What follows belongs to an exercise in optimizing a design on an open flow for small area, a short achievable clock period and few clock cycles per item; a production flow would make more cautious choices.
The RTL was checked by simulation tests, not by an equivalence proof against the original design.
No activity file was given, so power comes from the tool's default toggle rates.

Setup of the reference run:
## battery_soc_power_mode_controller
module battery_soc_power_mode_controller
(
  input  logic                clk,
  input  logic                rst,
  input  logic                s_tvalid,
  output logic                s_tready,
  input  logic [bspmc_pkg::OpW-1:0]      s_tuser,
  input  logic [bspmc_pkg::InDatW-1:0]   s_tdata,
  output logic                m_tvalid,
  input  logic                m_tready,
  output logic [bspmc_pkg::OutDatW-1:0]  m_tdata,
  input  logic                cfg_valid,
  output logic                cfg_ready,
  input  logic [bspmc_pkg::CfgIdxW-1:0]  cfg_index,
  input  logic [bspmc_pkg::CfgDatW-1:0]  cfg_data
);
  localparam int SocW   = bspmc_pkg::SocW;
  localparam int CountW = bspmc_pkg::CountW;
  localparam int ModeW  = bspmc_pkg::ModeW;
  localparam int SwW    = bspmc_pkg::SwW;
  localparam int SStepW = bspmc_pkg::SStepW;
  localparam int CStepW = bspmc_pkg::CStepW;
  logic [SocW-1:0]              crit_th;
  logic [SocW-1:0]              surv_th;
  logic [SocW-1:0]              lowpwr_th;
  logic [bspmc_pkg::VoltW-1:0]  charged_mv;
  logic [SStepW-1:0]            soc_step;
  logic [CStepW-1:0]            charge_step;
  logic [CountW-1:0]            capacity;
  logic [ModeW-1:0]  current_mode, current_mode_next;
  logic [ModeW-1:0]  applied_mode, applied_mode_next;
  logic              mode_changed, mode_changed_next;
  logic [SwW-1:0]    switch_pattern, switch_pattern_next;
  logic [SocW-1:0]   soc_est, soc_est_next;
  logic [CountW-1:0] charge_total, charge_total_next;
  logic              updated, updated_next;
  logic              accept;
  logic [2:0]                  op;
  logic                        dir;
  logic [bspmc_pkg::VoltW-1:0] volt;
  logic [ModeW-1:0]            mval;
  logic [15:0]                 prim, redu;
  logic [SocW-1:0]             sinit;
  assign op    = s_tuser;
  assign dir   = s_tdata[0];
  assign volt  = s_tdata[13:1];
  assign mval  = s_tdata[21:14];
  assign prim  = s_tdata[37:22];
  ...
clock: 5.0 ns
lec_check: 0
cap_margin: 20
core_margin: 2
core_utilization: 40
place_density: 0.6
setup_slack_margin: 2.0
slew_margin: 20
tns_end_percent: 100
standard.sh (not shown) runs the stock make flow with config.mk's settings and CLKGATE_MAP_FILE= SYNTH_SCRIPT=/design/flow/synth_recipe.tcl, a recipe that flattens the netlist after the stock synthesis.
==> flow/flow/run.sh <==
#!/bin/bash
# Standard ORFS layout (the standard.sh), except that synthesis maps with
# the delay-driven ABC script in flow/abc_speed.script and without the adder
# cell mapping, and the port buffers start as buf_1 cells.
set -euo pipefail
rm -rf scripts_abc
cp -r "$FLOW_HOME/scripts" scripts_abc
cp flow/abc_speed.script scripts_abc/abc_speed.script
bash standard.sh SCRIPTS_DIR="$PWD/scripts_abc" ADDER_MAP_FILE= BUFFER_PORTS_ARGS="-buffer_cell sky130_fd_sc_hd__buf_1" CTS_ARGS='-sink_clustering_enable -repair_clock_nets -dont_use_dummy_load -buf_list {sky130_fd_sc_hd__clkbuf_8 sky130_fd_sc_hd__clkbuf_16}' finish > standard.log 2>&1
==> flow/flow/abc_speed.script <==
strash
balance
rewrite
refactor
balance
rewrite
rewrite -z
balance
refactor -z
rewrite -z
balance
dch
map -D 1750
topo
stime -c
buffer -c
upsize -c -D 1750
dnsize -c -D 1750
The reference run: done, clean on timing, DRC and antenna
Testbench counts of the reference run, summed over its fixed seeds: cycles 12,008, items 12,000.
#### Input delta (the trial run over the reference run)
--- a/flow/flow/run.sh
+++ b/flow/flow/run.sh
@@ -9 +9 @@
-bash standard.sh SCRIPTS_DIR="$PWD/scripts_abc" ADDER_MAP_FILE= BUFFER_PORTS_ARGS="-buffer_cell sky130_fd_sc_hd__buf_1" CTS_ARGS='-sink_clustering_enable -repair_clock_nets -dont_use_dummy_load -buf_list {sky130_fd_sc_hd__clkbuf_8 sky130_fd_sc_hd__clkbuf_16}' finish > standard.log 2>&1
+bash standard.sh SCRIPTS_DIR="$PWD/scripts_abc" ADDER_MAP_FILE= BUFFER_PORTS_ARGS="-buffer_cell sky130_fd_sc_hd__buf_1"  finish > standard.log 2>&1
==> flow/flow/abc_speed.script <==
strash
dch
map -D 1000
topo
stime -c
buffer -c
upsize -c -D 1000
dnsize -c -D 1000
==> comparison <==
Total power: the trial run worse than the reference run. Going from the reference run to the trial run, the required time of the critical path was found to have gone up by 0.08 ns. Of the two values seen for capture point of the worst path, soc_est[13] was produced by the reference run and soc_est[23] by the trial run. Layout multi-input combinational cell count | the trial run above the reference run. Per the comparison of the trial run with the reference run, non-clock buffer count dropped 11%; pin count of the biggest net entering global routing dropped 16; number of clock buffer instances in the layout climbed 2; sequential cell area in the final layout dropped 0.76%; post-route cell area climbed 1900 µm². Lower synthesized area goes to the reference run over the trial run. The trial run gives less core utilization than the reference run did.


== build 63 ==
battery_soc_power_mode_controller again, from the RTL that the note above started with.
clock: 5.0 ns
lec_check: 0
cap_margin: 20
core_margin: 2
core_utilization: 40
place_density: 0.6
setup_slack_margin: 2.4
slew_margin: 20
tns_end_percent: 100
==> flow/flow/run.sh <==
#!/bin/bash
# Standard ORFS layout (the standard.sh), except that synthesis maps with
# the delay-driven ABC script in flow/abc_speed.script and without the adder
# cell mapping, and the port buffers start as buf_1 cells.
set -euo pipefail
rm -rf scripts_abc
cp -r "$FLOW_HOME/scripts" scripts_abc
cp flow/abc_speed.script scripts_abc/abc_speed.script
bash standard.sh SCRIPTS_DIR="$PWD/scripts_abc" ADDER_MAP_FILE= BUFFER_PORTS_ARGS="-buffer_cell sky130_fd_sc_hd__buf_1" RECOVER_POWER=100 finish > standard.log 2>&1
==> flow/flow/abc_speed.script <==
strash
dch
map -D 1500
topo
stime -c
buffer -c
upsize -c -D 1500
dnsize -c -D 1500
To summarise build 63: no stage aborted, but the layout did not pass its checks, failing on capacitance limit, slew limit.
Testbench counts of build 63, summed over its fixed seeds: cycles 12,008, items 12,000.
#### Input delta (build 12 over build 63)
# build 63
export LEC_CHECK = 0
export CAP_MARGIN = 20
export CORE_MARGIN = 2
export CORE_UTILIZATION = 40
export PLACE_DENSITY = 0.6
export SETUP_SLACK_MARGIN = 2.4
export SLEW_MARGIN = 20
export TNS_END_PERCENT = 100
create_clock -name core_clock -period 5.0 [get_ports {clk}]
# build 12
export LEC_CHECK = 0
export CAP_MARGIN = 20
export CORE_MARGIN = 2
export CORE_UTILIZATION = 40
export PLACE_DENSITY = 0.6
export SETUP_SLACK_MARGIN = 2.0
export SLEW_MARGIN = 20
export TNS_END_PERCENT = 100
create_clock -name core_clock -period 5.0 [get_ports {clk}]
--- a/flow/flow/run.sh
+++ b/flow/flow/run.sh
@@ -7,3 +7,3 @@
 cp -r "$FLOW_HOME/scripts" scripts_abc
 cp flow/abc_speed.script scripts_abc/abc_speed.script
-bash standard.sh SCRIPTS_DIR="$PWD/scripts_abc" ADDER_MAP_FILE= BUFFER_PORTS_ARGS="-buffer_cell sky130_fd_sc_hd__buf_1" RECOVER_POWER=100 finish > standard.log 2>&1
+bash standard.sh SCRIPTS_DIR="$PWD/scripts_abc" ADDER_MAP_FILE= BUFFER_PORTS_ARGS="-buffer_cell sky130_fd_sc_hd__buf_1" CTS_ARGS='-sink_clustering_enable -repair_clock_nets -dont_use_dummy_load -sink_clustering_max_diameter 40 -buf_list {sky130_fd_sc_hd__clkbuf_4 sky130_fd_sc_hd__clkbuf_8}' finish > standard.log 2>&1
--- a/flow/flow/abc_speed.script
+++ b/flow/flow/abc_speed.script
@@ -1,3 +1,13 @@
 strash
+balance
+rewrite
+refactor
+balance
+rewrite
+rewrite -z
+balance
+refactor -z
+rewrite -z
+balance
 dch
 map -D 1500
--- outcome ---
- [build 12] final routed wire length divided by cell count fell 0.39% relative to build 63
- Build 12: full flow OK, the timing, DRC and antenna checks passed
- Going from build 63 to build 12, post-place instance area went down by 2.2%, setup slack after layout went up by 710 ps, fraction of the cycle the final worst path needs went down by 14 points.
[inputs] build 4 vs build 12
# build 12
export LEC_CHECK = 0
export CAP_MARGIN = 20
export CORE_MARGIN = 2
export CORE_UTILIZATION = 40
export PLACE_DENSITY = 0.6
export SETUP_SLACK_MARGIN = 2.0
export SLEW_MARGIN = 20
export TNS_END_PERCENT = 100
create_clock -name core_clock -period 5.0 [get_ports {clk}]
# build 4
export LEC_CHECK = 0
export CAP_MARGIN = 20
export CORE_MARGIN = 2
export CORE_UTILIZATION = 40
export PLACE_DENSITY = 0.6
export SETUP_SLACK_MARGIN = 1.8
export SLEW_MARGIN = 20
export TNS_END_PERCENT = 100
create_clock -name core_clock -period 5.0 [get_ports {clk}]
==> flow/flow/run.sh <==
#!/bin/bash
# Standard ORFS layout (the standard.sh), except that synthesis maps with
# the delay-driven ABC script in flow/abc_speed.script and without the adder
# cell mapping, and the port buffers start as buf_1 cells.
set -euo pipefail
rm -rf scripts_abc
cp -r "$FLOW_HOME/scripts" scripts_abc
cp flow/abc_speed.script scripts_abc/abc_speed.script
bash standard.sh SCRIPTS_DIR="$PWD/scripts_abc" ADDER_MAP_FILE= BUFFER_PORTS_ARGS="-buffer_cell sky130_fd_sc_hd__buf_1" CTS_ARGS='-sink_clustering_enable -repair_clock_nets -dont_use_dummy_load -buf_list {sky130_fd_sc_hd__clkbuf_8 sky130_fd_sc_hd__clkbuf_16}' finish > standard.log 2>&1
==> comparison <==
Diff build 4..build 12 | number of nets in the final layout | negligible. Area added between synthesis and finish: build 4 higher than build 12. Diff build 4..build 12 | via count | negligible.
Relative to build 4, the following input files were edited for build 61:
# build 4
export LEC_CHECK = 0
export CAP_MARGIN = 20
export CORE_MARGIN = 2
export CORE_UTILIZATION = 40
export PLACE_DENSITY = 0.6
export SETUP_SLACK_MARGIN = 1.8
export SLEW_MARGIN = 20
export TNS_END_PERCENT = 100
create_clock -name core_clock -period 5.0 [get_ports {clk}]
# build 61
export LEC_CHECK = 0
export CAP_MARGIN = 20
export CORE_MARGIN = 2
export CORE_UTILIZATION = 55
export PLACE_DENSITY = 0.75
export SETUP_SLACK_MARGIN = 2.2
export SLEW_MARGIN = 20
export TNS_END_PERCENT = 100
create_clock -name core_clock -period 5.0 [get_ports {clk}]
==> flow/flow/run.sh <==
#!/bin/bash
# Standard ORFS layout (the standard.sh), except that synthesis maps with
# the delay-driven ABC script in flow/abc_speed.script and without the adder
# cell mapping, and the port buffers start as buf_1 cells.
set -euo pipefail
rm -rf scripts_abc
cp -r "$FLOW_HOME/scripts" scripts_abc
cp flow/abc_speed.script scripts_abc/abc_speed.script
bash standard.sh SCRIPTS_DIR="$PWD/scripts_abc" ADDER_MAP_FILE= BUFFER_PORTS_ARGS="-buffer_cell sky130_fd_sc_hd__buf_1" CTS_ARGS='-sink_clustering_enable -repair_clock_nets -dont_use_dummy_load -buf_list {sky130_fd_sc_hd__clkbuf_4 sky130_fd_sc_hd__clkbuf_8}' finish > standard.log 2>&1
==> flow/flow/abc_speed.script <==
strash
dch
map -D 1500
topo
stime -c
buffer -c
upsize -c -D 1500
dnsize -c -D 1500
==> comparison <==
Of the two values seen for critical path capture point, soc_est[2] was produced by build 4 and soc_est[17] by build 61. Compared with build 4, in build 61 number of DRC markers after the initial detailed-route iteration now sits higher, signed area change from the synthesized netlist to the final layout lost 0.24 points, fraction of layout cells with a size suffix above 1 climbed 1.2 points. Looking at cell count, build 61 sits about 0.4% higher than build 4 does.

## what the ideal ports hide
In the flow no input, the clock included, has a driving cell. The finished layouts below were timed again as built, in two steps. Step 1 assumes that a clkbuf_16 drives the clock port and a buf_2 every other input. Step 2, shift: input delay + t, output delay - t, t = (earliest + latest rising clock arrival at the registers) / 2. This alone moves slack from input paths to output paths. Slacks: ideal / step 1 / step 2; pairs: ideal / step 1.
run	t, ns	slack for setup (ns)	hold WS [ns]
the reference run	0.483	2.074 / 2.078 / 1.614	0.473 / 0.473 / 0.473
the trial run	0.518	2.123 / 2.123 / 1.795	0.455 / 0.455 / 0.455
build 63	0.502	1.436 / 1.436 / 1.436	0.449 / 0.449 / 0.449
build 12	0.530	2.143 / 2.143 / 1.726	0.463 / 0.463 / 0.463
build 4	0.494	2.038 / 2.038 / 1.659	0.459 / 0.459 / 0.459
build 61	0.503	2.254 / 2.254 / 1.777	0.455 / 0.455 / 0.455
The setup slack of build 61, which loses most, moves by 0.000 ns with the drivers and by -0.477 ns with both steps.
